What follows belongs to an exercise in optimizing a design on an open flow for small area, a short achievable clock period and few clock cycles per item; a production flow would make more cautious choices. Function was checked by simulation only, so behaviour that the tests miss may differ from the original. No activity file was given, so power comes from the tool's default toggle rates.

$ cat flow/design.v
`timescale 1ns / 1ps
package cdq_pkg;
	localparam int DATA_W = 32;
	localparam int CMD_W  = 3;
	localparam int STAT_W = 2;
	localparam int OCC_W  = 5;
	localparam logic [CMD_W-1:0] CMD_PUSH_FRONT = 3'd0;
	localparam logic [CMD_W-1:0] CMD_PUSH_REAR  = 3'd1;
	localparam logic [CMD_W-1:0] CMD_POP_FRONT  = 3'd2;
	localparam logic [CMD_W-1:0] CMD_POP_REAR   = 3'd3;
	localparam logic [CMD_W-1:0] CMD_QUERY      = 3'd4;
	localparam logic [STAT_W-1:0] ST_DONE  = 2'd0;
	localparam logic [STAT_W-1:0] ST_FULL  = 2'd1;
	localparam logic [STAT_W-1:0] ST_EMPTY = 2'd2;
	typedef struct packed {
		logic [CMD_W-1:0]         cmd;
		logic signed [DATA_W-1:0] push_value;
	} cdq_req_t;
	typedef struct packed {
		logic [STAT_W-1:0]        status;
		logic signed [DATA_W-1:0] popped_value;
		logic signed [DATA_W-1:0] front_value;
		logic signed [DATA_W-1:0] rear_value;
		logic [OCC_W-1:0]         occupancy;
		logic                     is_empty;
		logic                     is_full;
	} cdq_rsp_t;
	typedef enum logic {
		CDQ_IDLE,
		CDQ_POP
	} cdq_state_t;
endpackage
`timescale 1ns / 1ps
module deque_top (
	input  logic        clk,
	input  logic        arst_n,
	input  logic        req_valid,
	output logic        req_ready,
	input  logic [2:0]  req_cmd,
	input  logic [31:0] req_value,
	output logic        rsp_valid,
	input  logic        rsp_ready,
	output logic [1:0]  rsp_status,
	output logic [31:0] rsp_popped,
	output logic [31:0] rsp_front,
	output logic [31:0] rsp_rear,
	output logic [4:0]  rsp_occupancy,
	output logic        rsp_empty,
	output logic        rsp_full
);
	localparam int RN = 14;    
	localparam int DW = 32;
	logic [4:0]    cnt_q;
	logic          empty_q, n1_q, n2_q;    
	logic [RN-1:0] rp_h_q, rp_t_q;      
	logic          full_q;              
	logic [DW-1:0] ring_q [RN];
	logic [DW-1:0] front_q, rear_q;
	logic          rsp_valid_q;
	logic [1:0]    status_q;
	logic [DW-1:0] popped_q;
	logic          slot_free, run;
	logic [2:0]    cmd;
	logic [DW-1:0] value;
	assign slot_free = !rsp_valid_q || rsp_ready;
	assign req_ready = slot_free;
	assign run       = req_valid && slot_free;
	assign cmd       = req_cmd;
	assign value     = req_value;
	logic is_push, is_pop, at_rear;
	assign is_push = (cmd[2:1] == 2'b00);
	assign is_pop  = (cmd[2:1] == 2'b01);
	assign at_rear = cmd[0];
	logic n1, n2, n3, n15, ge2, full;
	assign n15  = (cnt_q == 5'd15);
	assign n1   = n1_q;
	assign n2   = n2_q;
	assign n3   = (cnt_q == 5'd3);
	assign full = full_q;
	assign ge2  = !empty_q && !n1;
	logic push_ok, pop_ok, ring_push, ring_pop;
	assign push_ok   = is_push && !full;
	assign pop_ok    = is_pop && !empty_q;
	assign ring_push = push_ok && ge2;
	assign ring_pop  = pop_ok && ge2 && !n2;
	logic [RN-1:0] h_prev, h_next, t_prev, t_next;
	assign h_prev = {rp_h_q[0], rp_h_q[RN-1:1]};
	assign h_next = {rp_h_q[RN-2:0], rp_h_q[RN-1]};
	assign t_prev = {rp_t_q[0], rp_t_q[RN-1:1]};
	assign t_next = {rp_t_q[RN-2:0], rp_t_q[RN-1]};
	logic [DW-1:0] near_w, far_w;
	assign near_w = at_rear ? rear_q : front_q;
	assign far_w  = at_rear ? front_q : rear_q;
	logic [DW-1:0] pop_w;
	logic [RN-1:0] h_oh, t_oh, rsel;
	always_comb begin
		for (int i = 0; i < RN; i++) begin
			h_oh[i] = !n2 && rp_h_q[i];
			t_oh[i] = !n2 && rp_t_q[i];
		end
		rsel  = at_rear ? t_oh : h_oh;
		pop_w = far_w & {DW{n2}};
		for (int i = 0; i < RN; i++)
			pop_w = pop_w | (ring_q[i] & {DW{rsel[i]}});
	end
	logic [DW-1:0] end_d;
	always_comb begin
		if (is_push)
			end_d = value;
		else if (pop_ok && ge2)
			end_d = pop_w;
		else
			end_d = '0;
	end
	logic front_ld, rear_ld;
	assign front_ld = empty_q || (push_ok && !at_rear) || (pop_ok && (!at_rear || n1));
	assign rear_ld  = empty_q || (push_ok && at_rear)  || (pop_ok && (at_rear || n1));
	logic [4:0] cnt_d;
	always_comb begin
		cnt_d = cnt_q;
		if (push_ok)
			cnt_d = cnt_q + 5'd1;
		if (pop_ok)
			cnt_d = cnt_q - 5'd1;
	end
	always_ff @(posedge clk or negedge arst_n) begin
		if (!arst_n) begin
			cnt_q       <= '0;
			empty_q     <= 1'b1;
			n1_q        <= 1'b0;
			n2_q        <= 1'b0;
			rp_h_q      <= RN'(1);
			rp_t_q      <= RN'(1) << (RN - 1);
			full_q      <= 1'b0;
			rsp_valid_q <= 1'b0;
		end else begin
			if (run) begin
				cnt_q   <= cnt_d;
				empty_q <= (n1 && pop_ok) || (empty_q && !push_ok);
				n1_q    <= (empty_q && push_ok) || (n2 && pop_ok) || (n1 && !push_ok && !pop_ok);
				n2_q    <= (n1 && push_ok) || (n3 && pop_ok) || (n2 && !push_ok && !pop_ok);
				full_q  <= (n15 && push_ok) || (full_q && !pop_ok);
				if (ring_push && !at_rear)
					rp_h_q <= h_prev;
				if (ring_pop && !at_rear)
					rp_h_q <= h_next;
				if (ring_push && at_rear)
					rp_t_q <= t_next;
				if (ring_pop && at_rear)
					rp_t_q <= t_prev;
			end
			if (slot_free)
				rsp_valid_q <= run;
		end
	end
	always_ff @(posedge clk) begin
		if (run && front_ld)
			front_q <= end_d;
		if (run && rear_ld)
			rear_q <= end_d;
		if (run) begin
			popped_q <= near_w & {DW{pop_ok}};
			status_q <= {is_pop && empty_q, is_push && full};
		end
	end
	logic [RN-1:0] we;
	always_comb begin
		for (int i = 0; i < RN; i++)
			we[i] = !full && (h_prev[i] || t_next[i]);
	end
	for (genvar i = 0; i < RN; i++) begin : g_ring
		always_ff @(posedge clk) begin
			if (we[i])
				ring_q[i] <= near_w;
		end
	end
	assign rsp_valid     = rsp_valid_q;
	assign rsp_status    = status_q;
	assign rsp_popped    = popped_q;
	assign rsp_front     = front_q;
	assign rsp_rear      = rear_q;
	assign rsp_occupancy = cnt_q;
	assign rsp_empty     = empty_q;
	assign rsp_full      = cnt_q[4];
endmodule
$ cat flow/flow/run.sh
#!/bin/bash
# Layout flow: the standard ORFS flow, with plain buf_2 cells as the
# port buffers instead of the delay cells buffer_ports picks by itself.
set -euo pipefail
cd "$(dirname "$0")/.."
export BUFFER_PORTS_ARGS="-buffer_cell sky130_fd_sc_hd__buf_2"
bash standard.sh finish > flow_standard.log 2>&1
$ cat flow/standard.sh
#!/bin/bash
# synth_recipe.tcl (not shown) runs the flow's synth.tcl, then flattens the netlist and writes it again
# the make line also repeats each setting of config.mk as NAME=value (left out here)
make -C /OpenROAD-flow-scripts/flow DESIGN_CONFIG=/design/flow/config.mk WORK_HOME=/design/flow/orfs CLKGATE_MAP_FILE= SYNTH_SCRIPT=/design/flow/synth_recipe.tcl "${@:-finish}"
$ cat flow/config.mk
export PLATFORM = sky130hd
export DESIGN_NAME = deque_top
export DESIGN_NICKNAME = deque_top
export VERILOG_FILES = /design/flow/design.v
export SDC_FILE = /design/flow/constraint.sdc
export NUM_CORES = 4
export LEC_CHECK = 0
export CAP_MARGIN = 20
export CORE_MARGIN = 2
export CORE_UTILIZATION = 45
export CTS_BUF_LIST = sky130_fd_sc_hd__clkbuf_8
export SETUP_SLACK_MARGIN = 2.5
export SLEW_MARGIN = 20
export TNS_END_PERCENT = 10
$ cat flow/constraint.sdc
create_clock -name core_clock -period 5.0 [get_ports {clk}]
set_input_delay 1.0000 -clock core_clock [delete_from_list [all_inputs] [get_ports {clk}]]
set_output_delay 1.0000 -clock core_clock [all_outputs]
set_load 0.01 [all_outputs]
==> results of run 1 <==
-- how the worst max path moves through the flow --
stage	startpoint	endpoint	slack, ps	cells after the start
detailed placement	req_cmd[0]	front_q[6]	790	7
floorplan	req_cmd[2]	cnt_q[4]	1890	12
CTS	n2_q	rp_h_q[4]	2480	6
global route	req_cmd[0]	front_q[8]	2390	7
finish	req_cmd[0]	front_q[30]	2390	7
global placement	req_cmd[0]	front_q[6]	880	7
-- per-stage QoR --
stage	utilization, %	instances	setup slack (ps)	cell area (um2)	hold slack (ps)
after CTS	52.7	2567	2480	28200	435
after global routing	52.8	2567	2390	28200	516
after floorplan	-	1574	1890	24300	505
final	52.8	2567	2390	28200	462
after detailed placement	48.5	2361	790	25900	522
after global placement	48.3	2358	877	25900	505
-- routing by layer --
layer	vias up	routed length, um	global-route usage (%)
met1	7423	27100	30.9
met2	548	31000	37.8
met4	0	1940	8.67
met3	106	4260	4.46
li1	6618	-	-
met5	-	0	0
-- placed cells by master, fill, tap and decap left out, drive strengths merged, types with 5 or more instances in the layout --
| cell | count |
|---|---|
| a22oi | 35 |
| dfrtp | 35 |
| nand3 | 19 |
| mux2 | 37 |
| inv | 155 |
| edfxtp | 546 |
| nand2 | 12 |
| clkinv | 32 |
| clkbuf | 102 |
| a221oi | 47 |
| nor4 | 5 |
| a2111oi | 31 |
| a22o | 32 |
| nand2b | 145 |
| nand4 | 17 |
| mux2i | 65 |
| o32ai | 111 |
| o22ai | 32 |
| a21oi | 28 |
| nor2 | 78 |
| and2 | 33 |
| o211ai | 5 |
| o21ai | 11 |
| buf | 225 |
-- final cells by class --
class	instances	area (um2)	area share [%]
repair buffers	226	1560	5.54
clock inverters	69	363	1.28
clock buffers	102	1400	4.97
well taps	696	871	3.08
flip-flops and latches	584	17400	61.5
inverters	122	475	1.68
multi-input cells	768	6210	22.0
-- where the power goes --
| part | leakage (nW) | internal, W | switching, W |
|---|---|---|---|
| Sequential | 6.01 | 0.00708 | 0.000605 |
| Combinational | 3.70 | 0.00171 | 0.00341 |
| Clock | 1.02 | 0.00203 | 0.00186 |
-- cells by family after synthesis --
kind of cell    after synthesis  share of synthesized area (%)
buf+inv                     224                           4.06
fa+ha+maj                     4                          0.237
compound gates              338                           11.7
xor+xnor                      4                          0.145
simple gates                318                           7.38
flops                       584                           71.6
mux                         102                           4.91
-- worst max-delay path, delay by kind of cell --
| family | cells | cell delay (ps) |
|---|---|---|
| buffers and inverters | 2 | 570 |
| AOI/OAI and AO/OA | 2 | 420 |
| and+or+nand+nor | 2 | 690 |
| muxes | 1 | 300 |
-- state kept, by name (all words and copies together), names as in the netlist, 2 cells and up --
signal,flops
front_q,32
rear_q,32
ring_q,448
popped_q,32
rp_h_q,14
rp_t_q,14
cnt_q,5
status_q,2
-- timing repair --
action | 4_1_cts | 5_1_grt
cloned | 3 | 0
endpoints found under the setup margin | 173 | 118
pin swaps | 2 | 1
resized for setup | 28 | 9
buffers inserted | 32 | 0
==> results.ini, run 1 <==
[clock_tree]
holdBufCountCts=0
clkTransAtPathRegs_ps=60
ctsRootBufferMaster=clkbuf_8
htree_levels=3
cts_tree=yes
clkLatencyLatePin_ps=670
cts.path.max_buffers=3
numCtsBuffers=95
clock_sinks=584

[drt]
avgViaCountPerCell=5.72
drc_errors=0
drt_wl_total_um=64300
dr_total_vias=14695
wl_per_cell_um=25.0
drt-initial-drc-count=1189
dr.pass1.iters=5
antenna_left=0

[die]
num_rows=85
floorplan.initialDensity_pct=45.3
floorplan.die.height_um=236
core_area_mm2=0.0535
ios=146
die_w_um=236
dieArea_mm2=0.0558

[setup_path]
worstPathRequired_ps=5420
cp.arrival_ps=3030
regToRegSetupSlack_ps=2510
max_stage_delay_ps=520
path_class=in2reg
timing.rr.start=rp_t_q[3]
crit_path_top_delay_cell=nor4_1
worstSetupStartpointType=input port
worst-r2r-cell-count=6
endpoint_kind=flop
timing.rr.end=front_q[30]
cp_cell_sequence=buf_16 > mux2i_2 > buf_4 > o32ai_1 > nor4_1 > nand4_1 > a22o_1
cp_max_fo=21

[yosys]
async_reset_ff_share_pct=6.51
yosysTopAreaCell=edfxtp_1
synth_seq_cells=584
syn-num-nets=1617
yosysWarnings=2
synth_top_cell_area_share_pct=67.6
ys.flop_type=edfxtp_1
yosysUniqueCellTypes=57
synth_common_cells=edfxtp_1, nand2b_1, inv_1, o32ai_1, nor2_1
synth_cells=1574
synth_most_common_cell=edfxtp_1
synth.area.top_cells=edfxtp_1, o32ai_1, nand2b_1
synth_edf_count=546
yosysSeqAreaShare_pct=71.6
avgSynthCellArea_um2=15.4
syn_area_mm2=0.0242

[sta]
hold_viol_final=0
setup_viol=0
slew-limit-headroom_pct=26.4
setup_tns_ps=0
fmax_mhz=383
min_period_ps=2610
tightest_slew_ps=1100
finClkSkew_ps=28.2
post-route-period-util_pct=52.2
rsz0062_at_grt=true
maxSlewViolCount=0

[flow_run]
drv_cap=0

[global_route]
antenna_found_initial=0
grt_pass1_wl_um=95400
grt_usage_pct=23.1
grt_pass1_vias=14662
grt-ovfl-total=0
grt_max_degree=110

[final_layout]
drive_gt1_share_pct=24.9
antennaDiodeCount=0
area_growth_pct=16.5
fill_cells=4383
layout.nets=1840

[power]
power_density_mw_per_mm2=591
leakage_nw=10.7
ir_worst_vdd_uv=363
power_w=0.0167

[min_path]
min_path_type=in2async

[placement]
routabilityCongestion=0.801
port-buffer-count=145
hpwl_um=37000

[outcome]
outcome=finished clean

Testbench counts, summed over its fixed seeds: cycles 48,008, commands 48,000.
==> run 2, diff against run 1 <==
--- a/flow/config.mk
+++ b/flow/config.mk
@@ -8,5 +8,5 @@
 export CAP_MARGIN = 20
 export CORE_MARGIN = 2
-export CORE_UTILIZATION = 45
+export CORE_UTILIZATION = 60
 export CTS_BUF_LIST = sky130_fd_sc_hd__clkbuf_8
 export SETUP_SLACK_MARGIN = 2.5
==> results.ini, run 2 <==
[yosys]
synth_most_common_cell=edfxtp_1
synth_top_cell_area_share_pct=67.6
avgSynthCellArea_um2=15.4
synth_cells=1574
synth_edf_count=546
synth_seq_cells=584
yosysUniqueCellTypes=57
yosysSeqAreaShare_pct=71.6
synth.area.top_cells=edfxtp_1, o32ai_1, nand2b_1
ys.flop_type=edfxtp_1
yosysWarnings=2
async_reset_ff_share_pct=6.51
syn_area_mm2=0.0242
synth_common_cells=edfxtp_1, nand2b_1, inv_1, o32ai_1, nor2_1
yosysTopAreaCell=edfxtp_1
syn-num-nets=1617

[setup_path]
timing.rr.start=full_q
endpoint_kind=flop
worst-r2r-cell-count=3
timing.rr.end=ring_q[0][31]
cp.arrival_ps=2930
regToRegSetupSlack_ps=2560
worstPathRequired_ps=5410
path_class=in2reg
worstSetupStartpointType=input port
cp_max_fo=16

[sta]
fmax_mhz=398
finClkSkew_ps=23.8
post-route-period-util_pct=50.3
min_period_ps=2510
slew-limit-headroom_pct=38.7
rsz0062_at_grt=true
hold_viol_final=0
tightest_slew_ps=920
setup_viol=0
maxSlewViolCount=0
setup_tns_ps=0

[final_layout]
largest_reg_flops=448
antennaDiodeCount=0
area_growth_pct=14.8
mostFrequentLayoutCells=edfxtp_1, inv_1, nand2b_1
drive_gt1_share_pct=24.3
regArea_mm2=0.0174
layout.nets=1823
fill_cells=2725
multiInputGateArea_mm2=0.00617
largest-register=ring_q
layout_commonest_cell=edfxtp_1

[drt]
drt-initial-drc-count=1838
antenna_left=0
wl_per_cell_um=27.6
drc_errors=0
avgViaCountPerCell=6.43
drt_wl_total_um=65500
dr_total_vias=15288
dr.pass1.iters=5

[placement]
routabilityCongestion=0.789
hpwl_um=35400
port-buffer-count=145

[clock_tree]
clock_sinks=584
cts_tree=yes
ctsRootBufferMaster=clkbuf_8
numCtsBuffers=93
clkTransAtPathRegs_ps=70
clkLatencyLatePin_ps=670
htree_levels=3
cts.path.max_buffers=3

[power]
power_w=0.0166
leakage_nw=10.6
ir_worst_vdd_uv=395
power_density_mw_per_mm2=596

[global_route]
antenna_found_initial=0
grt_max_degree=86
grt_pass1_vias=14869
grt_pass1_wl_um=95900
grt-ovfl-total=0
grt_usage_pct=31.7

[die]
floorplan.initialDensity_pct=60.9
die_w_um=205
dieArea_mm2=0.0420
num_rows=73
ios=146
core_area_mm2=0.0398
floorplan.die.height_um=205

[flow_run]
drv_cap=0

[min_path]
min_path_type=in2async

[outcome]
outcome=finished clean

[run 2: cell counts after synthesis]
Identical to the previous run, type by type.
[run 2: logic make-up (layout without fill, tap and decap cells)]
kind of cell / after synthesis / in the layout / synth area share (%)
adder cells (fa/ha/maj): 4 / 4 / 0.237
buffers and inverters: 224 / 503 / 4.06
AND/OR/NAND/NOR: 318 / 318 / 7.38
multiplexers: 102 / 102 / 4.91
flip-flops: 584 / 584 / 71.6
XOR/XNOR: 4 / 4 / 0.145
AO/OA/AOI/OAI: 338 / 338 / 11.7
[run 2: worst max-delay path by stage]
stage | end | depth (start not counted) | startpoint
final | rear_q[12] | 10 | req_cmd[0]
after global routing | front_q[29] | 8 | req_cmd[0]
after CTS | cnt_q[4] | 9 | req_cmd[2]
after detailed placement | rear_q[12] | 9 | req_cmd[0]
after global placement | front_q[2] | 8 | req_cmd[0]
after floorplan | cnt_q[4] | 12 | req_cmd[2]
[run 2: area by class of cell]
cell class              count  area share [%]
flip-flops and latches    584            62.4
multi-input cells         766            22.2
repair buffers            213            5.42
clock buffers              96            4.75
well taps                 525            2.36
inverters                 122            1.72
clock inverters            72            1.19
[run 2: report_power, final]
part           leakage [nW]  switching, W  internal, W  total (W)
clock                 0.969       0.00183      0.00183    0.00366
sequential             6.01      0.000594      0.00708    0.00768
combinational          3.64       0.00359      0.00165    0.00524
[run 2: routing by layer]
metal,track usage [%],wire [um],up-vias
met2,47.7,29900,852
li1,-,-,6571
met5,0,0,-
met3,6.73,6610,110
met1,46.7,27600,7755
met4,10.1,1430,0
[run 2: timing repair]
item,in CTS,in global routing
setup endpoints to repair,131,127
pin swaps,1,4
gates resized for setup,30,15
buffers inserted,14,1
gates cloned,2,0
hold buffers,0,0
[run 2: metrics by stage]
stage	worst slack (ps)	util [%]	cell area (um2)	hold WS (ps)	cells
after floorplan	1890	-	24300	505	1574
after global placement	1130	64.5	25700	503	2193
after detailed placement	1070	64.5	25700	517	2193
after CTS	2450	69.7	27800	468	2377
after global routing	2430	69.9	27800	509	2378
final	2490	69.9	27800	467	2378
[run 2: critical path: stages]
cell       delay (ps)
buf_16            190
buf_12            190
mux2i_4           250
buf_12            150
buf_12            150
nor2_1             60
a2111oi_2         400
buf_4             180
nand3_1           100
a22o_1            210
==> run 3, diff against run 2 <==
--- a/flow/design.v
+++ b/flow/design.v
@@ -96,6 +96,6 @@
 	always_comb begin
 		for (int i = 0; i < RN; i++) begin
-			h_oh[i] = !n2 && rp_h_q[i];
-			t_oh[i] = !n2 && rp_t_q[i];
+			h_oh[i] = ge2 && !n2 && rp_h_q[i];
+			t_oh[i] = ge2 && !n2 && rp_t_q[i];
 		end
 		rsel  = at_rear ? t_oh : h_oh;
@@ -105,12 +105,5 @@
 	end
 	logic [DW-1:0] end_d;
-	always_comb begin
-		if (is_push)
-			end_d = value;
-		else if (pop_ok && ge2)
-			end_d = pop_w;
-		else
-			end_d = '0;
-	end
+	assign end_d = is_push ? value : pop_w;
 	logic front_ld, rear_ld;
 	assign front_ld = empty_q || (push_ok && !at_rear) || (pop_ok && (!at_rear || n1));
==> results.ini, run 3 <==
[setup_path]
cp_max_fo=38
timing.critical_path.buf_inv=3
cp.arrival_ps=2890
cp_top_family=buffers and inverters
endpoint_kind=flop
cp_cell_sequence=buf_2 > or3b_1 > inv_6 > nand2_2 > nand2_1 > a21oi_2 > nor2_4 > buf_4
worstPathRequired_ps=5290
crit_path_top_delay_cell=or3b_1
path_class=in2reg
max_stage_delay_ps=520
worstSetupStartpointType=input port

[yosys]
ys.flop_type=edfxtp_1
avgSynthCellArea_um2=17.5
async_reset_ff_share_pct=6.51
syn-num-nets=1327
yosysTopAreaCell=edfxtp_1
synth_common_cells=edfxtp_1, a22oi_1, mux2_2, nor2_1, mux2i_1
synth.area.top_cells=edfxtp_1, a22oi_1, dfrtp_1
syn_area_mm2=0.0225
yosysSeqAreaShare_pct=77.1
synth_edf_count=546
yosysWarnings=2
synth_most_common_cell=edfxtp_1
yosysUniqueCellTypes=43
synth_cells=1284
synth_seq_cells=584
synth_top_cell_area_share_pct=72.8

[sta]
slew-limit-headroom_pct=32.4
hold_viol_final=0
min_period_ps=2600
finClkSkew_ps=25.6
tightest_slew_ps=1010
setup_viol=0
post-route-period-util_pct=52.0
rsz0062_at_grt=true
setup_tns_ps=0
fmax_mhz=385
maxSlewViolCount=0

[final_layout]
multiInputGateArea_mm2=0.00492
mostFrequentLayoutCells=edfxtp_1, a22oi_1, buf_2
antennaDiodeCount=0
layout_commonest_cell=edfxtp_1
area_growth_pct=14.3
layout.nets=1544
fill_cells=2490
drive_gt1_share_pct=26.9
largest-register=ring_q
regArea_mm2=0.0174
instances_no_fill=2043
largest_reg_flops=448

[placement]
port-buffer-count=145
placedCellCount=1858
hpwl_um=30000
routabilityCongestion=0.770

[drt]
drt-initial-drc-count=1558
drc_errors=0
drt_wl_total_um=60700
dr_total_vias=13533
antenna_left=0
dr.pass1.iters=5
wl_per_cell_um=29.7
avgViaCountPerCell=6.62

[global_route]
grt_usage_pct=31.4
grt_max_degree=54
grt-ovfl-total=0
grt_pass1_vias=13136
antenna_found_initial=0
grt_pass1_wl_um=86600

[outcome]
outcome=finished clean

[die]
dieArea_mm2=0.0391
floorplan.initialDensity_pct=61.2
ios=146
num_rows=70
die_w_um=198
core_area_mm2=0.0368
floorplan.die.height_um=198

[power]
clock_power_share_pct=20.9
comb_power_share_pct=36.1
power_density_mw_per_mm2=668
power_frac_seq_pct=42.9
switching_power_w=0.00670
p_int_w=0.0105
power.share.switching_pct=39.0
leakage_nw=9.29
ir_worst_vdd_uv=472

[clock_tree]
htree_levels=3
cts.path.max_buffers=3
clkTransAtPathRegs_ps=60
cts_tree=yes
ctsRootBufferMaster=clkbuf_8
clock_sinks=584
numCtsBuffers=92
clkLatencyLatePin_ps=660
holdBufCountCts=0

[min_path]
min_path_type=in2async

[flow_run]
drv_cap=0

-- run 3: cell types whose count changed in the layout (fill, tap and decap cells not counted), moves of 27 or more --
cell,before,now
a222oi_1,0,32
a22o_1,32,0
a22oi_1,35,162
inv_1,152,43
mux2_2,37,64
nand2b_1,145,3
o22a_1,0,32
o22ai_1,32,0
o32ai_1,111,0
-- run 3: routing by layer --
layer | up-vias | track usage, % | part of all wire, %
li1 | 5741 | - | -
met1 | 6927 | 45.8 | 42
met2 | 753 | 48.0 | 46
met3 | 112 | 6.18 | 9.4
met4 | 0 | 10.6 | 2.5
met5 | - | 0 | 0
-- run 3: path summary, 6_finish.rpt --
| path | from | to | slack [ps] | depth (start not counted) |
|---|---|---|---|---|
| max | req_cmd[1] | front_q[1] | 2400 | 8 |
| min | arst_n | rp_h_q[8] | 470 | 1 |
| max reg2reg | empty_q | front_q[1] | 2440 | 7 |
| min reg2reg | cnt_q[4] | cnt_q[4] | 510 | 1 |
| max in group asynchronous | arst_n | cnt_q[4] | 3970 | 1 |
| min in group core_clock | cnt_q[4] | cnt_q[4] | 510 | 1 |
-- run 3: kinds of logic after synthesis --
| family | share of synthesized area (%) |
|---|---|
| AOI/OAI and AO/OA | 10.3 |
| and+or+nand+nor | 4.94 |
| muxes | 5.07 |
| buffers and inverters | 2.16 |
| adders and majority gates | 0.256 |
| DFF | 77.1 |
| xor gates and xnor gates | 0.156 |
-- run 3: layout make-up --
cell class	count	share of cell area [%]
clock buffer	98	5.24
clock inverter	70	1.12
inverter	5	0.107
multi-input combinational	620	19.1
sequential	584	67.4
tap	468	2.28
timing repair buffer	198	4.71
-- run 3: power groups by stage --
stage	Combinational, W	Clock (W)	Sequential [W]
after floorplan	0.00354	0	0.00739
after global placement	0.00574	0	0.00741
after detailed placement	0.00579	0	0.00745
after CTS	0.00587	0.00366	0.00736
after global routing	0.00649	0.00387	0.00748
final	0.00621	0.00359	0.00738
-- run 3: what timing repair did --
item,in CTS,in global routing
endpoints found under the setup margin,143,153
cloned,1,2
pin swaps,3,6
resized for setup,7,13
buffers inserted,4,10
endpoints found under the hold margin,0,0
-- run 3: metrics by stage --
stage               worst slack [ps]  utilization [%]  hold slack, ps  cell area [um2]  power, W
floorplan                       2300                -             502            22600    0.0109
global placement                1240             64.8             498            23800    0.0131
CTS                             2260             69.4             460            25500    0.0169
global route                    2300             69.9             526            25700    0.0178
finish                          2400             69.9             473            25700    0.0172
detailed placement              1210             64.8             501            23800    0.0132
Testbench counts of run 3, summed over its fixed seeds: cycles 48,008, commands 48,000.
==> run 4, diff against run 3 <==
--- a/flow/config.mk
+++ b/flow/config.mk
@@ -10,4 +10,5 @@
 export CORE_UTILIZATION = 60
 export CTS_BUF_LIST = sky130_fd_sc_hd__clkbuf_8
+export PLACE_DENSITY = 0.75
 export SETUP_SLACK_MARGIN = 2.5
 export SLEW_MARGIN = 20
==> results.ini, run 4 <==
[setup_path]
worstSetupStartpointType=flop
worst-r2r-cell-count=7
timing.rr.start=n2_q
cp.arrival_ps=3070
cp_max_fo=19
endpoint=front_q[23]
worstPathRequired_ps=5500
path_class=reg2reg
timing.rr.end=front_q[23]
endpoint_kind=flop
startpoint=n2_q
regToRegSetupSlack_ps=2430

[yosys]
yosysSeqAreaShare_pct=77.1
avgSynthCellArea_um2=17.5
ys.flop_type=edfxtp_1
yosysUniqueCellTypes=43
synth_top_cell_area_share_pct=72.8
syn_area_mm2=0.0225
synth_edf_count=546
syn-num-nets=1327
synth_cells=1284
yosysWarnings=2
yosysTopAreaCell=edfxtp_1
synth_common_cells=edfxtp_1, a22oi_1, mux2_2, nor2_1, mux2i_1
synth_most_common_cell=edfxtp_1
async_reset_ff_share_pct=6.51
synth.area.top_cells=edfxtp_1, a22oi_1, dfrtp_1
synth_seq_cells=584

[final_layout]
largest-register=ring_q
layout.nets=1560
mostFrequentLayoutCells=edfxtp_1, a22oi_1, buf_2
largest_reg_flops=448
drive_gt1_share_pct=28.6
area_growth_pct=16.2
layout_commonest_cell=edfxtp_1

[drt]
antenna_left=0
dr_total_vias=13914
drt-initial-drc-count=2152
avgViaCountPerCell=6.75
drt_wl_total_um=61700
dr.pass1.iters=7
wl_per_cell_um=30.0
drc_errors=0

[global_route]
antenna_found_initial=0
grt_pass1_wl_um=88000
grt-ovfl-total=0
grt_max_degree=51
grt_usage_pct=31.5
grt_pass1_vias=13708

[sta]
fmax_mhz=389
finClkSkew_ps=39.0
post-route-period-util_pct=51.4
tightest_slew_ps=1080
hold_viol_final=0
rsz0062_at_grt=true
setup_tns_ps=0
setup_viol=0
min_period_ps=2570
maxSlewViolCount=0
slew-limit-headroom_pct=28.2

[flow_run]
drv_cap=0

[die]
die_w_um=198
ios=146
num_rows=70
core_area_mm2=0.0368
floorplan.die.height_um=198
floorplan.initialDensity_pct=61.2
dieArea_mm2=0.0391

[outcome]
outcome=finished clean

[clock_tree]
cts.path.max_buffers=3
clkTransAtPathRegs_ps=60
clock_sinks=584
clkLatencyLatePin_ps=670
numCtsBuffers=90
cts_tree=yes
holdBufCountCts=0
htree_levels=3
ctsRootBufferMaster=clkbuf_8

[power]
power_w=0.0181
ir_worst_vdd_uv=460
power_density_mw_per_mm2=692
leakage_nw=9.41

[min_path]
min_path_type=in2async

[placement]
port-buffer-count=145
routabilityCongestion=0.785
hpwl_um=30100

run 4: worst min-delay path by stage:
stage | endpoint | slack, ps | cells past startpoint
6_report | rp_h_q[11] | 470 | 1
3_5_place_dp | cnt_q[0] | 520 | 1
4_1_cts | rp_t_q[9] | 470 | 1
5_1_grt | rp_h_q[11] | 520 | 1
3_3_place_gp | cnt_q[4] | 500 | 1
2_1_floorplan | rp_t_q[13] | 500 | 2
run 4: layout make-up:
type | instances | area (um2)
Sequential cell | 584 | 17400
Fill cell | 2310 | 10600
Multi-Input combinational cell | 623 | 4990
Timing Repair Buffer | 213 | 1490
Clock buffer | 91 | 1250
Tap cell | 468 | 586
Clock inverter | 74 | 432
Inverter | 5 | 35.0
Antenna cell | 2 | 5.00
run 4: metal layers:
| metal | wire [um] | vias to the layer above | track usage, % |
|---|---|---|---|
| met5 | 0 | - | 0 |
| met4 | 1670 | 0 | 11.4 |
| met3 | 7740 | 134 | 8.52 |
| met2 | 29200 | 1038 | 48.4 |
| met1 | 23100 | 6961 | 44.0 |
| li1 | - | 5781 | - |
run 4: repair_timing:
item / in CTS / in global routing
pin swaps: 10 / 8
resized for setup: 38 / 7
hold endpoints to repair: 0 / 0
endpoints found under the setup margin: 137 / 129
gates cloned: 6 / 2
setup buffers: 12 / 19
run 4: report_power, final:
group / leakage [nW] / total, W / switching [W] / internal, W
sequential: 5.74 / 0.00742 / 0.000509 / 0.00691
combinational: 2.72 / 0.00691 / 0.00469 / 0.00222
clock: 0.956 / 0.00375 / 0.00184 / 0.00191
run 4: per-stage QoR:
stage	util (%)	area, um2	hold slack (ps)	cells	setup WS, ps
final	71.1	26100	469	2060	2430
after global routing	71.1	26100	516	2058	2400
after CTS	70.2	25800	466	2037	2480
after detailed placement	64.7	23800	515	1854	1320
after global placement	64.7	23800	497	1854	1460
after floorplan	-	22600	502	1284	2300
run 4: logic make-up (layout without fill, tap and decap cells):
kind of cell	after synthesis	after routing	share of synthesized area (%)
DFF	584	584	77.1
muxes	106	106	5.07
xor gates and xnor gates	4	4	0.156
AOI/OAI and AO/OA	302	302	10.3
and+or+nand+nor	201	207	4.94
other	0	2	0
adders and majority gates	4	4	0.256
buffers and inverters	83	383	2.16
run 4: worst max-delay path: stages (launching register included):
cell,delay (ps)
dfrtp_2,470
buf_12,200
or3_4,390
clkbuf_16,220
nor2_4,640
a22oi_1,160
nand3_1,160
o22a_1,160
==> run 5, diff against run 4 <==
--- a/flow/config.mk
+++ b/flow/config.mk
@@ -8,8 +8,7 @@
 export CAP_MARGIN = 20
 export CORE_MARGIN = 2
-export CORE_UTILIZATION = 60
+export CORE_UTILIZATION = 65
 export CTS_BUF_LIST = sky130_fd_sc_hd__clkbuf_8
-export PLACE_DENSITY = 0.75
-export SETUP_SLACK_MARGIN = 2.5
+export SETUP_SLACK_MARGIN = 2.7
 export SLEW_MARGIN = 20
 export TNS_END_PERCENT = 10
==> results.ini, run 5 <==
[yosys]
synth_edf_count=546
synth_cells=1284
yosysSeqAreaShare_pct=77.1
synth_seq_cells=584
synth_top_cell_area_share_pct=72.8
syn-num-nets=1327
ys.flop_type=edfxtp_1
yosysTopAreaCell=edfxtp_1
synth.area.top_cells=edfxtp_1, a22oi_1, dfrtp_1
yosysWarnings=2
synth_common_cells=edfxtp_1, a22oi_1, mux2_2, nor2_1, mux2i_1
async_reset_ff_share_pct=6.51
synth_most_common_cell=edfxtp_1
yosysUniqueCellTypes=43
syn_area_mm2=0.0225
avgSynthCellArea_um2=17.5

[placement]
routabilityCongestion=0.785
hpwl_um=30300
port-buffer-count=145
dp_worst_setup_slack_ps=1320

[drt]
antenna_left=0
wl_per_cell_um=30.4
drc_errors=0
dr.pass1.iters=8
avgViaCountPerCell=6.76
drt_wl_total_um=62500
dr_total_vias=13913
drt-initial-drc-count=2015

[power]
leakage_nw=9.60
ir_worst_vdd_uv=590
power_density_mw_per_mm2=684

[sta]
rsz0062_at_grt=true
setup_tns_ps=0
setup_viol=0
timing.final.ws_setup_ps=2630
hold_viol_final=0
slew-limit-headroom_pct=25.2
fmax_mhz=423
tightest_slew_ps=1120
min_period_ps=2370
post-route-period-util_pct=47.3
finClkSkew_ps=31.3
maxSlewViolCount=0

[die]
floorplan.die.height_um=190
floorplan.initialDensity_pct=65.6
die_w_um=190
ios=146
dieArea_mm2=0.0361
core_area_mm2=0.0343
num_rows=68

[min_path]
min_path_type=in2async

[final_layout]
largest-register=ring_q
largest_reg_flops=448
mostFrequentLayoutCells=edfxtp_1, a22oi_1, buf_2
fill_cells=1967
layout_commonest_cell=edfxtp_1
area_growth_pct=17.5
layout.nets=1578
drive_gt1_share_pct=31.0

[global_route]
grt_usage_pct=34.3
grt-ovfl-total=0
grt_pass1_vias=13475
grt_pass1_wl_um=87400
antenna_found_initial=1
grt_max_degree=44

[clock_tree]
clkTransAtPathRegs_ps=50
ctsRootBufferMaster=clkbuf_8
numCtsBuffers=88
clkLatencyLatePin_ps=640
cts.path.max_buffers=3
clock_sinks=584
cts_tree=yes
htree_levels=3
holdBufCountCts=0

[setup_path]
path_class=in2out
endpoint_kind=primary output
cp_max_fo=3
worstSetupStartpointType=input port
crit_path_top_delay_cell=nand2b_4
cp.arrival_ps=1370
worstPathRequired_ps=4000
crit_path_frequent_cell=buf_2
cp_cell_sequence=buf_2 > nand2b_4 > buf_2
max_stage_delay_ps=140

[outcome]
outcome=finished clean

[flow_run]
drv_cap=0

==> run 5: routing by layer <==
layer	up-vias	track usage, %	routed length (um)
met5	-	0	13
met4	2	16.6	2300
met3	135	7.25	6890
met2	915	53.1	29900
met1	7053	47.4	23400
li1	5808	-	-
==> run 5: path summary, 6_finish.rpt <==
kind / startpoint / end / slack (ps) / cells after the start
max: rsp_ready / req_ready / 2630 / 3
min: arst_n / rp_t_q[1] / 510 / 1
min reg2reg: cnt_q[4] / cnt_q[4] / 530 / 1
max reg2reg: empty_q / rear_q[7] / 2700 / 8
min in group core_clock: cnt_q[4] / cnt_q[4] / 530 / 1
max in group asynchronous: arst_n / n1_q / 3870 / 1
==> run 5: report_power, final <==
part	switching [W]	internal [W]	total (W)
clock network	0.00175	0.00173	0.00348
logic	0.00481	0.00238	0.00718
registers	0.000505	0.00692	0.00742
==> run 5: area by class of cell <==
type                    count  area, um2  share of cell area, %
well taps                 455        569                   2.15
repair buffers            234       1710                   6.48
inverters                   5       48.8                  0.184
flip-flops and latches    584      17400                   65.6
clock buffers              94       1290                   4.89
multi-input cells         621       5210                   19.7
clock inverters            63        255                  0.965
diodes                      1       2.50                0.00946
repair inverters            1       8.76                 0.0331
==> run 5: repair_timing <==
action	in CTS	in global routing
setup buffers	27	16
endpoints found under the setup margin	462	138
endpoints found under the hold margin	0	0
gates cloned	3	4
pin swaps	15	17
gates resized for setup	20	31
==> run 5: worst max-delay path, delay by kind of cell <==
kind	cells	cell delay, ps
buffers and inverters	2	230
and+or+nand+nor	1	140
==> run 5: cell families (layout without fill, tap and decap cells) <==
kind of cell               Yosys count  count (layout)  share of synthesized area, %
DFF                                584             584                          77.1
other                                0               1                             0
and+or+nand+nor                    201             205                          4.94
adders and majority gates            4               4                         0.256
AOI/OAI and AO/OA                  302             302                          10.3
buffers and inverters               83             397                          2.16
xor gates and xnor gates             4               4                         0.156
muxes                              106             106                          5.07
==> run 5: stage by stage <==
stage	cell area [um2]	power, W	util, %	hold slack, ps	cells
global route	26400	0.0186	77.1	540	2057
detailed placement	24100	0.0135	70.4	506	1849
finish	26500	0.0181	77.1	508	2058
floorplan	23000	0.0112	-	517	1284
global placement	24100	0.0134	70.4	500	1849
CTS	26100	0.0174	76.0	507	2036
==> run 6, diff against run 5 <==
--- a/flow/config.mk
+++ b/flow/config.mk
@@ -8,7 +8,7 @@
 export CAP_MARGIN = 20
 export CORE_MARGIN = 2
-export CORE_UTILIZATION = 65
+export CORE_UTILIZATION = 70
 export CTS_BUF_LIST = sky130_fd_sc_hd__clkbuf_8
-export SETUP_SLACK_MARGIN = 2.7
+export SETUP_SLACK_MARGIN = 2.9
 export SLEW_MARGIN = 20
 export TNS_END_PERCENT = 10
==> results.ini, run 6 <==
[outcome]
outcome=finished clean

[power]
power_frac_seq_pct=39.1
comb_power_share_pct=42.1
ir_worst_vdd_uv=637
power_density_mw_per_mm2=705
clock_power_share_pct=18.8
power.share.switching_pct=39.7
leakage_nw=9.89
switching_power_w=0.00759
power_w=0.0191
p_int_w=0.0115

[die]
core_area_mm2=0.0316
ios=146
die_w_um=183
dieArea_mm2=0.0336
floorplan.die.height_um=183
floorplan.initialDensity_pct=71.1
num_rows=65

[setup_path]
cp_cell_sequence=buf_6 > nand2b_4 > buf_6
regToRegSetupSlack_ps=2660
path_class=in2out
cp.arrival_ps=1360
worstPathRequired_ps=4000
crit_path_top_delay_cell=nand2b_4
worstSetupStartpointType=input port
worst-r2r-cell-count=9
crit_path_frequent_cell=buf_6
max_stage_delay_ps=150
timing.rr.start=empty_q
endpoint_kind=primary output
cp_max_fo=3
timing.rr.end=rear_q[11]

[placement]
routabilityCongestion=0.808
placedCellCount=1795
hpwl_um=29100
port-buffer-count=145

[final_layout]
drive_gt1_share_pct=33.7
largest_reg_flops=448
largest-register=ring_q
instances_no_fill=2040
area_growth_pct=20.4
mostFrequentLayoutCells=edfxtp_1, a22oi_1, buf_2
layout.nets=1610
layout_commonest_cell=edfxtp_1

[clock_tree]
clock_sinks=584
ctsRootBufferMaster=clkbuf_8
clkTransAtPathRegs_ps=60
holdBufCountCts=0
htree_levels=3
numCtsBuffers=88
clkLatencyLatePin_ps=640
cts.path.max_buffers=3
cts_tree=yes

[sta]
fmax_mhz=424
min_period_ps=2360
post-route-period-util_pct=47.1
setup_viol=0
tightest_slew_ps=918
setup_tns_ps=0
rsz0062_at_grt=true
hold_ws_ps=499
slew-limit-headroom_pct=38.8
hold_viol_final=0
finClkSkew_ps=30.1
maxSlewViolCount=0

[yosys]
synth.area.top_cells=edfxtp_1, a22oi_1, dfrtp_1
synth_cells=1284
syn-num-nets=1327
ys.flop_type=edfxtp_1
yosysUniqueCellTypes=43
yosysWarnings=2
yosysTopAreaCell=edfxtp_1
synth_top_cell_area_share_pct=72.8
synth_edf_count=546
synth_seq_cells=584
syn_area_mm2=0.0225
avgSynthCellArea_um2=17.5
yosysSeqAreaShare_pct=77.1
async_reset_ff_share_pct=6.51
synth_common_cells=edfxtp_1, a22oi_1, mux2_2, nor2_1, mux2i_1
synth_most_common_cell=edfxtp_1

[drt]
drt_wl_total_um=67000
antenna_left=0
dr.pass1.iters=6
drc_errors=0
dr_total_vias=14763
avgViaCountPerCell=7.24
drt-initial-drc-count=2312
wl_per_cell_um=32.8

[global_route]
grt_pass1_wl_um=94000
antenna_found_initial=2
grt_usage_pct=40.1
grt_pass1_vias=14380
grt-ovfl-total=0
grt_max_degree=39

[min_path]
min_path_type=in2async

[flow_run]
drv_cap=0

## run 6: cell counts after synthesis
Identical to the previous run, type by type.
## run 6: final cells by class
type | instances | area (um2)
Timing Repair Buffer | 264 | 2190
Tap cell | 402 | 503
Clock buffer | 92 | 1270
Fill cell | 1411 | 4530
Sequential cell | 584 | 17400
Antenna cell | 1 | 2.50
Inverter | 5 | 38.8
Clock inverter | 68 | 327
Multi-Input combinational cell | 623 | 5410
Timing Repair inverter | 1 | 8.76
## run 6: what timing repair did
item / 4_1_cts / 5_1_grt
setup buffers: 57 / 12
gates cloned: 15 / 0
resized for setup: 94 / 15
endpoints found under the hold margin: 0 / 0
setup endpoints to repair: 641 / 324
pin swaps: 74 / 8
## run 6: logic make-up (layout without fill, tap and decap cells)
| group | count (synthesis) | count (layout) | share of synthesized area (%) |
|---|---|---|---|
| compound gates | 302 | 302 | 10.3 |
| flops | 584 | 584 | 77.1 |
| mux | 106 | 106 | 5.07 |
| xor+xnor | 4 | 4 | 0.156 |
| simple gates | 201 | 207 | 4.94 |
| buf+inv | 83 | 430 | 2.16 |
| other cells | 0 | 1 | 0 |
| fa+ha+maj | 4 | 4 | 0.256 |
## run 6: worst max-delay path by stage
stage / startpoint / endpoint / slack [ps] / cells past startpoint
after global placement: req_cmd[1] / rear_q[5] / 1380 / 8
after floorplan: req_cmd[2] / rear_q[0] / 2300 / 7
after CTS: rsp_ready / req_ready / 2630 / 3
after detailed placement: req_cmd[1] / rear_q[5] / 1320 / 8
after global routing: rsp_ready / req_ready / 2630 / 3
final: rsp_ready / req_ready / 2640 / 3
## run 6: layer usage
layer  GRT usage, %  vias up  wire length (um)
met5              0        -                 0
li1               -     5882                 -
met4           25.2        0              4350
met3           10.5      305              9440
met2           60.7     1311             30800
met1           52.9     7265             22400
## run 6: power groups by stage
stage | Clock (W) | Sequential, W | Combinational, W
after floorplan | 0 | 0.00742 | 0.00376
after global placement | 0 | 0.00743 | 0.00578
after detailed placement | 0 | 0.00749 | 0.00589
after CTS | 0.00358 | 0.00741 | 0.00754
after global routing | 0.00379 | 0.00755 | 0.00815
final | 0.00359 | 0.00747 | 0.00805
## run 6: worst max-delay path, delay by kind of cell
family,cells,cell delay (ps)
buffers and inverters,2,210
and+or+nand+nor,1,150
## run 6: stage by stage
stage	instance area, um2	utilization [%]	setup WS, ps
after detailed placement	24100	76.1	1320
final	27100	85.7	2640
after global routing	27100	85.7	2630
after CTS	26900	85.1	2630
after floorplan	23000	-	2300
after global placement	24100	76.1	1380
==> run 7, diff against run 6 <==
--- a/flow/config.mk
+++ b/flow/config.mk
@@ -8,7 +8,8 @@
 export CAP_MARGIN = 20
 export CORE_MARGIN = 2
-export CORE_UTILIZATION = 70
+export CORE_UTILIZATION = 65
 export CTS_BUF_LIST = sky130_fd_sc_hd__clkbuf_8
-export SETUP_SLACK_MARGIN = 2.9
+export PLACE_DENSITY = 0.75
+export SETUP_SLACK_MARGIN = 2.8
 export SLEW_MARGIN = 20
 export TNS_END_PERCENT = 10
==> results.ini, run 7 <==
[outcome]
outcome=finished clean

[setup_path]
cp_max_fo=10
path_class=reg2reg
cp.depth=8
timing.critical_path.buf_inv=3
worstSetupStartpointType=flop
crit_path_frequent_cell=buf_6
crit_path_top_delay_cell=dfstp_2
max_stage_delay_ps=600
endpoint_kind=flop
cp_top_family=compound AO/OA/AOI/OAI gates
cp_cell_sequence=or3_4 > buf_12 > buf_6 > nor2_4 > buf_6 > a222oi_1 > nand3_1 > o22a_1
cp.arrival_ps=2810
worstPathRequired_ps=5390
worst-r2r-cell-count=8

[placement]
routabilityCongestion=0.809
port-buffer-count=145
hpwl_um=30700

[yosys]
synth.area.top_cells=edfxtp_1, a22oi_1, dfrtp_1
yosysWarnings=2
synth_edf_count=546
async_reset_ff_share_pct=6.51
synth_top_cell_area_share_pct=72.8
synth_most_common_cell=edfxtp_1
synth_cells=1284
yosysSeqAreaShare_pct=77.1
syn_area_mm2=0.0225
synth_common_cells=edfxtp_1, a22oi_1, mux2_2, nor2_1, mux2i_1
yosysTopAreaCell=edfxtp_1
syn-num-nets=1327
ys.flop_type=edfxtp_1
yosysUniqueCellTypes=43
synth_seq_cells=584
avgSynthCellArea_um2=17.5

[sta]
min_period_ps=2420
tightest_slew_ps=886
hold_ws_ps=482
fmax_mhz=413
post-route-period-util_pct=48.4
setup_tns_ps=0
hold_viol_final=0
rsz0062_at_grt=true
setup_viol=0
maxSlewViolCount=0
finClkSkew_ps=42.7
slew-limit-headroom_pct=41.0

[clock_tree]
clkTransAtPathRegs_ps=70
clkLatencyLatePin_ps=660
clock_sinks=584
cts.path.max_buffers=3
numCtsBuffers=89
htree_levels=3
ctsRootBufferMaster=clkbuf_8
cts_tree=yes

[final_layout]
antennaDiodeCount=0
drive_gt1_share_pct=32.3
largest_reg_flops=448
layout.nets=1599
layout_commonest_cell=edfxtp_1
area_growth_pct=19.4
largest-register=ring_q
mostFrequentLayoutCells=edfxtp_1, a22oi_1, buf_2

[global_route]
grt_usage_pct=36.0
grt_pass1_vias=14152
grt_pass1_wl_um=92200
use_met3_pct=8.78
grt_use_met1_pct=47.4
grt_use_met2_pct=57.5
grt-ovfl-total=0
grt_max_degree=39
antenna_found_initial=1
busiest_layer=met2

[die]
dieArea_mm2=0.0361
die_w_um=190
floorplan.initialDensity_pct=65.6
core_area_mm2=0.0343
num_rows=68
floorplan.die.height_um=190
ios=146

[drt]
drt_wl_total_um=65500
dr.pass1.iters=6
drc_errors=0
wl_per_cell_um=31.5
dr_total_vias=14439
drt-initial-drc-count=2196
antenna_left=0
avgViaCountPerCell=6.95

[power]
ir_worst_vdd_uv=571
leakage_nw=9.80
power_w=0.0189
power_density_mw_per_mm2=705

[flow_run]
drv_cap=0

[min_path]
min_path_type=in2async

run 7: stage by stage:
step                util (%)  std cells  setup WS [ps]  cell area (um2)
finish                  78.3       2079           2580            26900
global route            78.3       2079           2580            26900
CTS                     77.3       2059           2630            26500
detailed placement      70.5       1851           1360            24200
global placement        70.5       1851           1450            24200
floorplan                  -       1284           2300            23000
run 7: worst paths after layout:
kind | start | endpoint | slack [ps]
min in group core_clock | cnt_q[0] | cnt_q[0] | 520
min | arst_n | rp_h_q[13] | 480
min reg2reg | cnt_q[0] | cnt_q[0] | 520
max reg2reg | empty_q | rear_q[7] | 2580
max | empty_q | rear_q[7] | 2580
max in group asynchronous | arst_n | n2_q | 3900
run 7: cell type report:
class	count	area [um2]
Multi-Input combinational cell	623	5320
Inverter	5	48.8
Clock buffer	94	1290
Timing Repair inverter	1	8.76
Clock inverter	65	299
Timing Repair Buffer	252	1970
Fill cell	1807	7430
Tap cell	455	569
Sequential cell	584	17400
run 7: metal layers:
layer	part of all wire (%)	wire length [um]
met5	0	0
met4	4.6	2980
met3	13	8600
met2	48	31300
met1	35	22600
run 7: power breakdown:
part / total (W) / internal [W] / switching [W]
Combinational: 0.00789 / 0.00274 / 0.00516
Sequential: 0.00745 / 0.00692 / 0.000531
Clock: 0.00359 / 0.00179 / 0.00180
Total: 0.0189 / 0.0114 / 0.00749
run 7: kinds of logic after synthesis:
family	synth area share (%)
multiplexers	5.07
AND/OR/NAND/NOR	4.94
buffers and inverters	2.16
flip-flops	77.1
adder cells (fa/ha/maj)	0.256
AO/OA/AOI/OAI	10.3
XOR/XNOR	0.156
run 7: timing repair:
item	in CTS	in global routing
buffers inserted	40	17
setup endpoints to repair	484	239
endpoints found under the hold margin	0	0
gates cloned	9	3
resized for setup	52	23
hold buffers	0	0
pin swaps	23	17
==> run 8, diff against run 7 <==
--- a/flow/config.mk
+++ b/flow/config.mk
@@ -10,6 +10,5 @@
 export CORE_UTILIZATION = 65
 export CTS_BUF_LIST = sky130_fd_sc_hd__clkbuf_8
-export PLACE_DENSITY = 0.75
 export SETUP_SLACK_MARGIN = 2.8
 export SLEW_MARGIN = 20
-export TNS_END_PERCENT = 10
+export TNS_END_PERCENT = 3
==> results.ini, run 8 <==
[placement]
place_area_mm2=0.0238
hpwl_um=29800
port-buffer-count=145
routabilityCongestion=0.774

[final_layout]
largest_reg_flops=448
layout_commonest_cell=edfxtp_1
mostFrequentLayoutCells=edfxtp_1, a22oi_1, buf_2
largest-register=ring_q
postLayoutCellArea_mm2=0.0267
drive_gt1_share_pct=30.3
layout.nets=1601
area_growth_pct=18.6

[yosys]
synth_common_cells=edfxtp_1, a22oi_1, mux2_2, nor2_1, mux2i_1
synth_cells=1284
synth_edf_count=546
yosysTopAreaCell=edfxtp_1
yosysWarnings=2
synth_top_cell_area_share_pct=72.8
yosysSeqAreaShare_pct=77.1
avgSynthCellArea_um2=17.5
async_reset_ff_share_pct=6.51
yosysUniqueCellTypes=43
synth_seq_cells=584
synth.area.top_cells=edfxtp_1, a22oi_1, dfrtp_1
syn_area_mm2=0.0225
syn-num-nets=1327
ys.flop_type=edfxtp_1
synth_most_common_cell=edfxtp_1

[clock_tree]
cts.path.max_buffers=3
holdBufCountCts=0
ctsRootBufferMaster=clkbuf_8
htree_levels=3
clkTransAtPathRegs_ps=60
clkLatencyLatePin_ps=660
cts_tree=yes
clock_sinks=584
numCtsBuffers=91

[drt]
dr_total_vias=14326
dr.pass1.iters=6
drt-initial-drc-count=1788
antenna_left=0
avgViaCountPerCell=6.89
wl_per_cell_um=31.8
drc_errors=0
drt_wl_total_um=66000

[sta]
rsz0062_at_grt=true
setup_tns_ps=0
hold_viol_final=0
maxSlewViolCount=0
post-route-period-util_pct=47.1
fmax_mhz=425
min_period_ps=2350
tightest_slew_ps=880
finClkSkew_ps=27.0
setup_viol=0
slew-limit-headroom_pct=41.3

[die]
floorplan.initialDensity_pct=65.6
ios=146
core_area_mm2=0.0343
num_rows=68
floorplan.die.height_um=190
die_w_um=190
dieArea_mm2=0.0361

[setup_path]
worst-r2r-cell-count=8
crit_path_frequent_cell=buf_6
worstPathRequired_ps=4000
timing.rr.start=empty_q
cp_max_fo=3
timing.rr.end=rear_q[18]
path_class=in2out
endpoint_kind=primary output
startpoint=rsp_ready
endpoint=req_ready
max_stage_delay_ps=140
crit_path_top_delay_cell=nand2b_4
regToRegSetupSlack_ps=2670
cp_cell_sequence=buf_6 > nand2b_4 > buf_6
cp.arrival_ps=1350
worstSetupStartpointType=input port

[global_route]
grt_usage_pct=36.8
grt-ovfl-total=0
antenna_found_initial=0
grt_pass1_wl_um=93300
grt_max_degree=39
grt_pass1_vias=13804

[flow_run]
drv_cap=0

[power]
leakage_nw=9.72
ir_worst_vdd_uv=1020
power_density_mw_per_mm2=701

[outcome]
outcome=finished clean

[min_path]
min_path_type=in2async

run 8: cell counts after synthesis:
Identical to the previous run, type by type.
run 8: worst min path at each step:
stage	cells after the start	slack [ps]	endpoint	from
2_1_floorplan	2	500	rp_t_q[13]	rp_t_q[13]
3_3_place_gp	1	500	cnt_q[4]	cnt_q[4]
3_5_place_dp	1	510	cnt_q[4]	cnt_q[4]
4_1_cts	1	480	rp_t_q[1]	arst_n
5_1_grt	1	540	rp_t_q[1]	arst_n
6_report	1	480	rp_t_q[1]	arst_n
run 8: routing by layer:
layer  GRT usage, %  share of wire [%]
met3           8.61                 12
met2           55.8                 46
met4           14.8                4.0
met1           52.6                 38
met5              0                  0
run 8: cells by family (layout without fill, tap and decap cells):
family,count (synthesis),count (layout),synth area share [%]
other,0,2,0
xor gates and xnor gates,4,4,0.156
muxes,106,106,5.07
and+or+nand+nor,201,209,4.94
buffers and inverters,83,412,2.16
adders and majority gates,4,4,0.256
AOI/OAI and AO/OA,302,302,10.3
DFF,584,584,77.1
run 8: worst max-delay path, delay by kind of cell:
| family | cells | cell delay (ps) |
|---|---|---|
| buf+inv | 2 | 210 |
| simple gates | 1 | 140 |
run 8: timing repair:
| action | 4_1_cts | 5_1_grt |
|---|---|---|
| gates resized for setup | 67 | 26 |
| pin swaps | 16 | 18 |
| hold endpoints to repair | 0 | 0 |
| setup endpoints to repair | 449 | 239 |
| cloned | 13 | 3 |
| setup buffers | 46 | 12 |
run 8: area by class of cell:
class,count,area [um2]
flip-flops and latches,584,17400
fillers,1939,7600
multi-input cells,625,5110
repair buffers,250,2050
clock buffers,93,1280
well taps,455,569
clock inverters,63,270
inverters,5,48.8
repair inverters,1,8.76
diodes,2,5.00
run 8: where the power goes:
group	total (W)	internal [W]	switching, W
Sequential	0.00740	0.00691	0.000491
Combinational	0.00782	0.00265	0.00517
Clock	0.00348	0.00172	0.00176
Total	0.0187	0.0113	0.00743
run 8: stage by stage:
step / utilization [%] / std cells / hold slack (ps) / power [W] / worst slack (ps)
global route: 77.8 / 2076 / 541 / 0.0192 / 2620
detailed placement: 69.5 / 1846 / 508 / 0.0132 / 1170
floorplan: - / 1284 / 502 / 0.0109 / 2300
global placement: 69.5 / 1846 / 497 / 0.0131 / 1260
finish: 77.8 / 2078 / 483 / 0.0187 / 2650
CTS: 76.8 / 2061 / 483 / 0.0181 / 2570
==> run 9, diff against run 8 <==
--- a/flow/config.mk
+++ b/flow/config.mk
@@ -10,5 +10,5 @@
 export CORE_UTILIZATION = 65
 export CTS_BUF_LIST = sky130_fd_sc_hd__clkbuf_8
-export SETUP_SLACK_MARGIN = 2.8
+export SETUP_SLACK_MARGIN = 2.7
 export SLEW_MARGIN = 20
 export TNS_END_PERCENT = 3
==> results.ini, run 9 <==
[clock_tree]
numCtsBuffers=91
cts.path.max_buffers=3
ctsRootBufferMaster=clkbuf_8
cts_tree=yes
clock_sinks=584
holdBufCountCts=0
htree_levels=3
clkTransAtPathRegs_ps=60
clkLatencyLatePin_ps=650

[setup_path]
endpoint_kind=primary output
timing.rr.start=n1_q
worstSetupStartpointType=input port
timing.rr.end=front_q[16]
regToRegSetupSlack_ps=2670
path_class=in2out
cp_max_fo=3
cp.arrival_ps=1350
worst-r2r-cell-count=7
worstPathRequired_ps=4000

[yosys]
synth_top_cell_area_share_pct=72.8
syn-num-nets=1327
synth_edf_count=546
avgSynthCellArea_um2=17.5
synth_common_cells=edfxtp_1, a22oi_1, mux2_2, nor2_1, mux2i_1
yosysTopAreaCell=edfxtp_1
synth_cells=1284
ys.flop_type=edfxtp_1
synth_seq_cells=584
syn_area_mm2=0.0225
synth.area.top_cells=edfxtp_1, a22oi_1, dfrtp_1
async_reset_ff_share_pct=6.51
yosysSeqAreaShare_pct=77.1
synth_most_common_cell=edfxtp_1
yosysWarnings=2
yosysUniqueCellTypes=43

[final_layout]
drive_gt1_share_pct=29.1
largest-register=ring_q
final_core_util_pct=76.5
antennaDiodeCount=0
regArea_mm2=0.0174
multiInputGateArea_mm2=0.00505
layout.nets=1581
largest_reg_flops=448
mostFrequentLayoutCells=edfxtp_1, a22oi_1, buf_2
fill_cells=1990
layout_commonest_cell=edfxtp_1
area_growth_pct=16.6
instances_no_fill=2056

[die]
floorplan.initialDensity_pct=65.6
core_area_mm2=0.0343
ios=146
floorplan.die.height_um=190
dieArea_mm2=0.0361
die_w_um=190
num_rows=68

[placement]
port-buffer-count=145
hpwl_um=29800
placedCellCount=1846
dp_worst_setup_slack_ps=1170
routabilityCongestion=0.774

[power]
power_w=0.0178
leakage_nw=9.51
ir_worst_vdd_uv=884
power_density_mw_per_mm2=680

[global_route]
antenna_found_initial=0
grt_usage_pct=36.1
grt_max_degree=39
grt_pass1_wl_um=91600
grt_pass1_vias=13633
grt-ovfl-total=0

[min_path]
min_path_type=in2async

[sta]
finClkSkew_ps=24.4
hold_viol_final=0
fmax_mhz=425
post-route-period-util_pct=47.1
slew-limit-headroom_pct=40.5
rsz0062_at_grt=true
min_period_ps=2350
setup_tns_ps=0
tightest_slew_ps=892
setup_viol=0
timing.final.ws_setup_ps=2650
maxSlewViolCount=0

[drt]
drt-initial-drc-count=1942
drc_errors=0
dr.pass1.iters=8
wl_per_cell_um=31.3
drt_wl_total_um=64400
dr_total_vias=14130
antenna_left=0
avgViaCountPerCell=6.87

[flow_run]
drv_cap=0

[outcome]
outcome=finished clean

==> run 9: cell types whose count changed in the layout (fill, tap and decap cells not counted), sizes merged <==
cell / previous run / this run
buf: 245 / 227
bufbuf: 3 / 1
diode: 2 / 0
==> run 9: cell type report <==
cell class	instances	area share, %
multi-input cells	625	19.3
repair buffers	230	6.32
repair inverters	1	0.0334
flip-flops and latches	584	66.1
well taps	455	2.17
clock buffers	93	4.88
inverters	5	0.186
clock inverters	63	1.03
==> run 9: cells by family after synthesis <==
kind of cell	Yosys count	synth area share [%]
AOI/OAI and AO/OA	302	10.3
xor gates and xnor gates	4	0.156
adders and majority gates	4	0.256
buffers and inverters	83	2.16
DFF	584	77.1
muxes	106	5.07
and+or+nand+nor	201	4.94
==> run 9: how the worst max path moves through the flow <==
stage / startpoint / to / slack (ps) / cells past startpoint
floorplan: req_cmd[2] / rear_q[0] / 2300 / 7
global placement: req_cmd[0] / front_q[11] / 1260 / 8
detailed placement: req_cmd[0] / front_q[11] / 1170 / 8
CTS: rsp_ready / req_ready / 2570 / 3
global route: empty_q / rsp_empty / 2620 / 1
finish: rsp_ready / req_ready / 2650 / 3
==> run 9: stage by stage <==
stage / hold WS (ps) / instance area, um2
global placement: 497 / 23800
CTS: 483 / 26000
detailed placement: 508 / 23800
finish: 489 / 26200
global route: 541 / 26200
floorplan: 502 / 22600
==> run 9: what timing repair did <==
item / 4_1_cts / 5_1_grt
cloned: 9 / 3
setup buffers: 37 / 5
resized for setup: 42 / 23
pin swaps: 13 / 6
endpoints found under the setup margin: 380 / 163
==> run 9: report_power, final <==
group | internal, W | leakage (nW) | switching [W]
sequential | 0.00691 | 5.74 | 0.000486
clock | 0.00172 | 0.910 | 0.00176
combinational | 0.00209 | 2.86 | 0.00487
==> run 9: per-layer routing <==
metal | GRT usage (%) | up-vias | part of all wire [%]
met3 | 8.63 | 130 | 13
li1 | - | 5816 | -
met5 | 0 | - | 0
met4 | 12.7 | 0 | 3.1
met1 | 51.6 | 7164 | 38
met2 | 55.4 | 1020 | 46
==> run 9: worst max-delay path, stage by stage <==
cell	delay, ps
buf_6	90
nand2b_4	140
buf_6	120
==> run 10, diff against run 9 <==
--- a/flow/config.mk
+++ b/flow/config.mk
@@ -8,5 +8,5 @@
 export CAP_MARGIN = 20
 export CORE_MARGIN = 2
-export CORE_UTILIZATION = 65
+export CORE_UTILIZATION = 70
 export CTS_BUF_LIST = sky130_fd_sc_hd__clkbuf_8
 export SETUP_SLACK_MARGIN = 2.7
==> results.ini, run 10 <==
[final_layout]
drive_gt1_share_pct=30.0
fill_cells=1505
area_growth_pct=17.2
largest_reg_flops=448
largest-register=ring_q
antennaDiodeCount=0
multiInputGateArea_mm2=0.00506
layout_commonest_cell=edfxtp_1
layout.nets=1586
mostFrequentLayoutCells=edfxtp_1, a22oi_1, buf_2
regArea_mm2=0.0174

[drt]
drt-initial-drc-count=1910
dr.pass1.iters=6
drc_errors=0
wl_met2_um=29600
drt_wl_total_um=62400
topRoutingLayerUsed=met4
wl_met1_um=22000
avgViaCountPerCell=7.06
wl_per_cell_um=31.0
antenna_left=0
dr_total_vias=14216
dr_wl_met3_um=8470

[yosys]
synth_most_common_cell=edfxtp_1
syn-num-nets=1327
synth_seq_cells=584
avgSynthCellArea_um2=17.5
synth_cells=1284
yosysTopAreaCell=edfxtp_1
async_reset_ff_share_pct=6.51
yosysWarnings=2
synth.area.top_cells=edfxtp_1, a22oi_1, dfrtp_1
yosysSeqAreaShare_pct=77.1
yosysUniqueCellTypes=43
synth_top_cell_area_share_pct=72.8
syn_area_mm2=0.0225
synth_edf_count=546
synth_common_cells=edfxtp_1, a22oi_1, mux2_2, nor2_1, mux2i_1
ys.flop_type=edfxtp_1

[flow_run]
drv_cap=0

[sta]
setup_tns_ps=0
post-route-period-util_pct=48.7
tightest_slew_ps=886
fmax_mhz=411
slew-limit-headroom_pct=40.9
timing.final.ws_setup_ps=2570
maxSlewViolCount=0
min_period_ps=2430
hold_viol_final=0
setup_viol=0
finClkSkew_ps=22.1
rsz0062_at_grt=true

[clock_tree]
clock_sinks=584
ctsRootBufferMaster=clkbuf_8
numCtsBuffers=88
cts.path.max_buffers=3
cts_tree=yes
clkTransAtPathRegs_ps=60
clkLatencyLatePin_ps=660
holdBufCountCts=0
htree_levels=3

[die]
dieArea_mm2=0.0336
core_area_mm2=0.0316
floorplan.initialDensity_pct=71.1
num_rows=65
ios=146
die_w_um=183
floorplan.die.height_um=183

[global_route]
grt_usage_pct=37.0
antenna_found_initial=0
grt_max_degree=39
grt_pass1_vias=13606
grt_pass1_wl_um=87800
grt-ovfl-total=0

[setup_path]
max_stage_delay_ps=460
crit_path_top_delay_cell=or3_4
cp_cell_sequence=buf_12 > or3_4 > clkbuf_16 > buf_4 > nor2_4 > buf_4 > a22oi_1 > nand3_1 > o22a_1
cp.arrival_ps=2940
path_class=reg2reg
worstPathRequired_ps=5500
endpoint_kind=flop
cp_max_fo=7
crit_path_frequent_cell=buf_4
worstSetupStartpointType=flop

[power]
leakage_nw=9.55
power_w=0.0184
ir_worst_vdd_uv=525
power_density_mw_per_mm2=699

[placement]
port-buffer-count=145
hpwl_um=29200
dp_worst_setup_slack_ps=1540
routabilityCongestion=0.789

[outcome]
outcome=finished clean

[min_path]
min_path_type=in2async

run 10: cell counts after synthesis:
No cell type changed its count.
run 10: cell families (layout without fill, tap and decap cells):
family	count (synthesis)	count (layout)	synth area share, %
DFF	584	584	77.1
xor gates and xnor gates	4	4	0.156
AOI/OAI and AO/OA	302	302	10.3
muxes	106	106	5.07
adders and majority gates	4	4	0.256
and+or+nand+nor	201	209	4.94
buffers and inverters	83	404	2.16
run 10: repair_timing:
action                                  in CTS  in global routing
gates resized for setup                     48                 20
gates cloned                                10                  3
pin swaps                                   19                 12
setup buffers                               38                 12
endpoints found under the setup margin     139                149
run 10: per-layer routing:
layer | track usage (%) | vias to the layer above
li1 | - | 5829
met3 | 8.92 | 171
met5 | 0 | -
met1 | 51.0 | 7085
met4 | 14.4 | 0
met2 | 58.4 | 1131
run 10: final timing paths:
path                       startpoint          to  slack [ps]  cells past startpoint
min                            arst_n  rp_t_q[11]         470                      1
max in group asynchronous      arst_n        n2_q        3910                      1
max reg2reg                      n2_q  rear_q[26]        2570                      9
max                              n2_q  rear_q[26]        2570                      9
min reg2reg                    full_q      full_q         490                      1
min in group core_clock        full_q      full_q         490                      1
run 10: worst max-delay path, delay by kind of cell (launching register included):
family / cells / cell delay, ps
compound gates: 2 / 280
buf+inv: 4 / 730
flops: 1 / 430
simple gates: 3 / 850
run 10: final cells by class:
class                   count  area share [%]
clock buffers              92            4.80
clock inverters            68            1.22
inverters                   5           0.133
multi-input cells         625            19.2
flip-flops and latches    584            65.8
well taps                 402            1.91
repair buffers            239            6.96
run 10: per-stage QoR:
step	util, %	cell area (um2)	hold WS [ps]	instances
4_1_cts	82.6	26100	464	2000
5_1_grt	83.4	26400	510	2015
3_3_place_gp	75.1	23700	467	1791
2_1_floorplan	-	22600	502	1284
6_report	83.4	26400	474	2015
3_5_place_dp	75.1	23800	482	1792
run 10: power by group:
| part | switching [W] | internal, W |
|---|---|---|
| clock | 0.00182 | 0.00172 |
| combinational | 0.00494 | 0.00252 |
| sequential | 0.000517 | 0.00691 |
| total | 0.00728 | 0.0112 |

re-timing with driven ports:
In the flow no input, the clock included, has a driving cell. The finished layouts below were timed again as built, in two steps.
Step 1, drivers: a clkbuf_16 drives clk and a buf_2 each remaining input, both assumed.
Step 2 times the ports against the registers' clock, not the clock port: input delays grow and output delays shrink by t, the midpoint of the rising clock arrivals with the driver on.
Slacks: ideal / step 1 / step 2; pairs: ideal / step 1.
run	shift t [ns]	setup WS [ns]	hold slack, ns	worst setup path at the end
run 1	0.719	2.392 / 2.222 / 1.503	0.462 / 0.435 / 0.535	input to register
run 2	0.714	2.487 / 2.375 / 1.661	0.467 / 0.435 / 0.522	input to register
run 3	0.701	2.402 / 2.428 / 1.727	0.473 / 0.446 / 0.505	input to register
run 4	0.701	2.430 / 2.430 / 1.788	0.469 / 0.446 / 0.517	input to register
run 5	0.680	2.634 / 2.566 / 1.886	0.508 / 0.478 / 0.525	input to register
run 6	0.679	2.644 / 2.544 / 1.865	0.499 / 0.472 / 0.552	input to register
run 7	0.692	2.579 / 2.483 / 1.792	0.482 / 0.452 / 0.523	input to register
run 8	0.694	2.646 / 2.512 / 1.818	0.483 / 0.456 / 0.507	input to register
run 9	0.695	2.647 / 2.561 / 1.866	0.489 / 0.459 / 0.507	input to register
run 10	0.695	2.566 / 2.566 / 1.974	0.474 / 0.449 / 0.493	input to register
After both steps setup and hold are still met in every run listed. For run 1, which loses most, drivers alone change the setup slack by -0.170 ns; drivers and shift together by -0.889 ns.
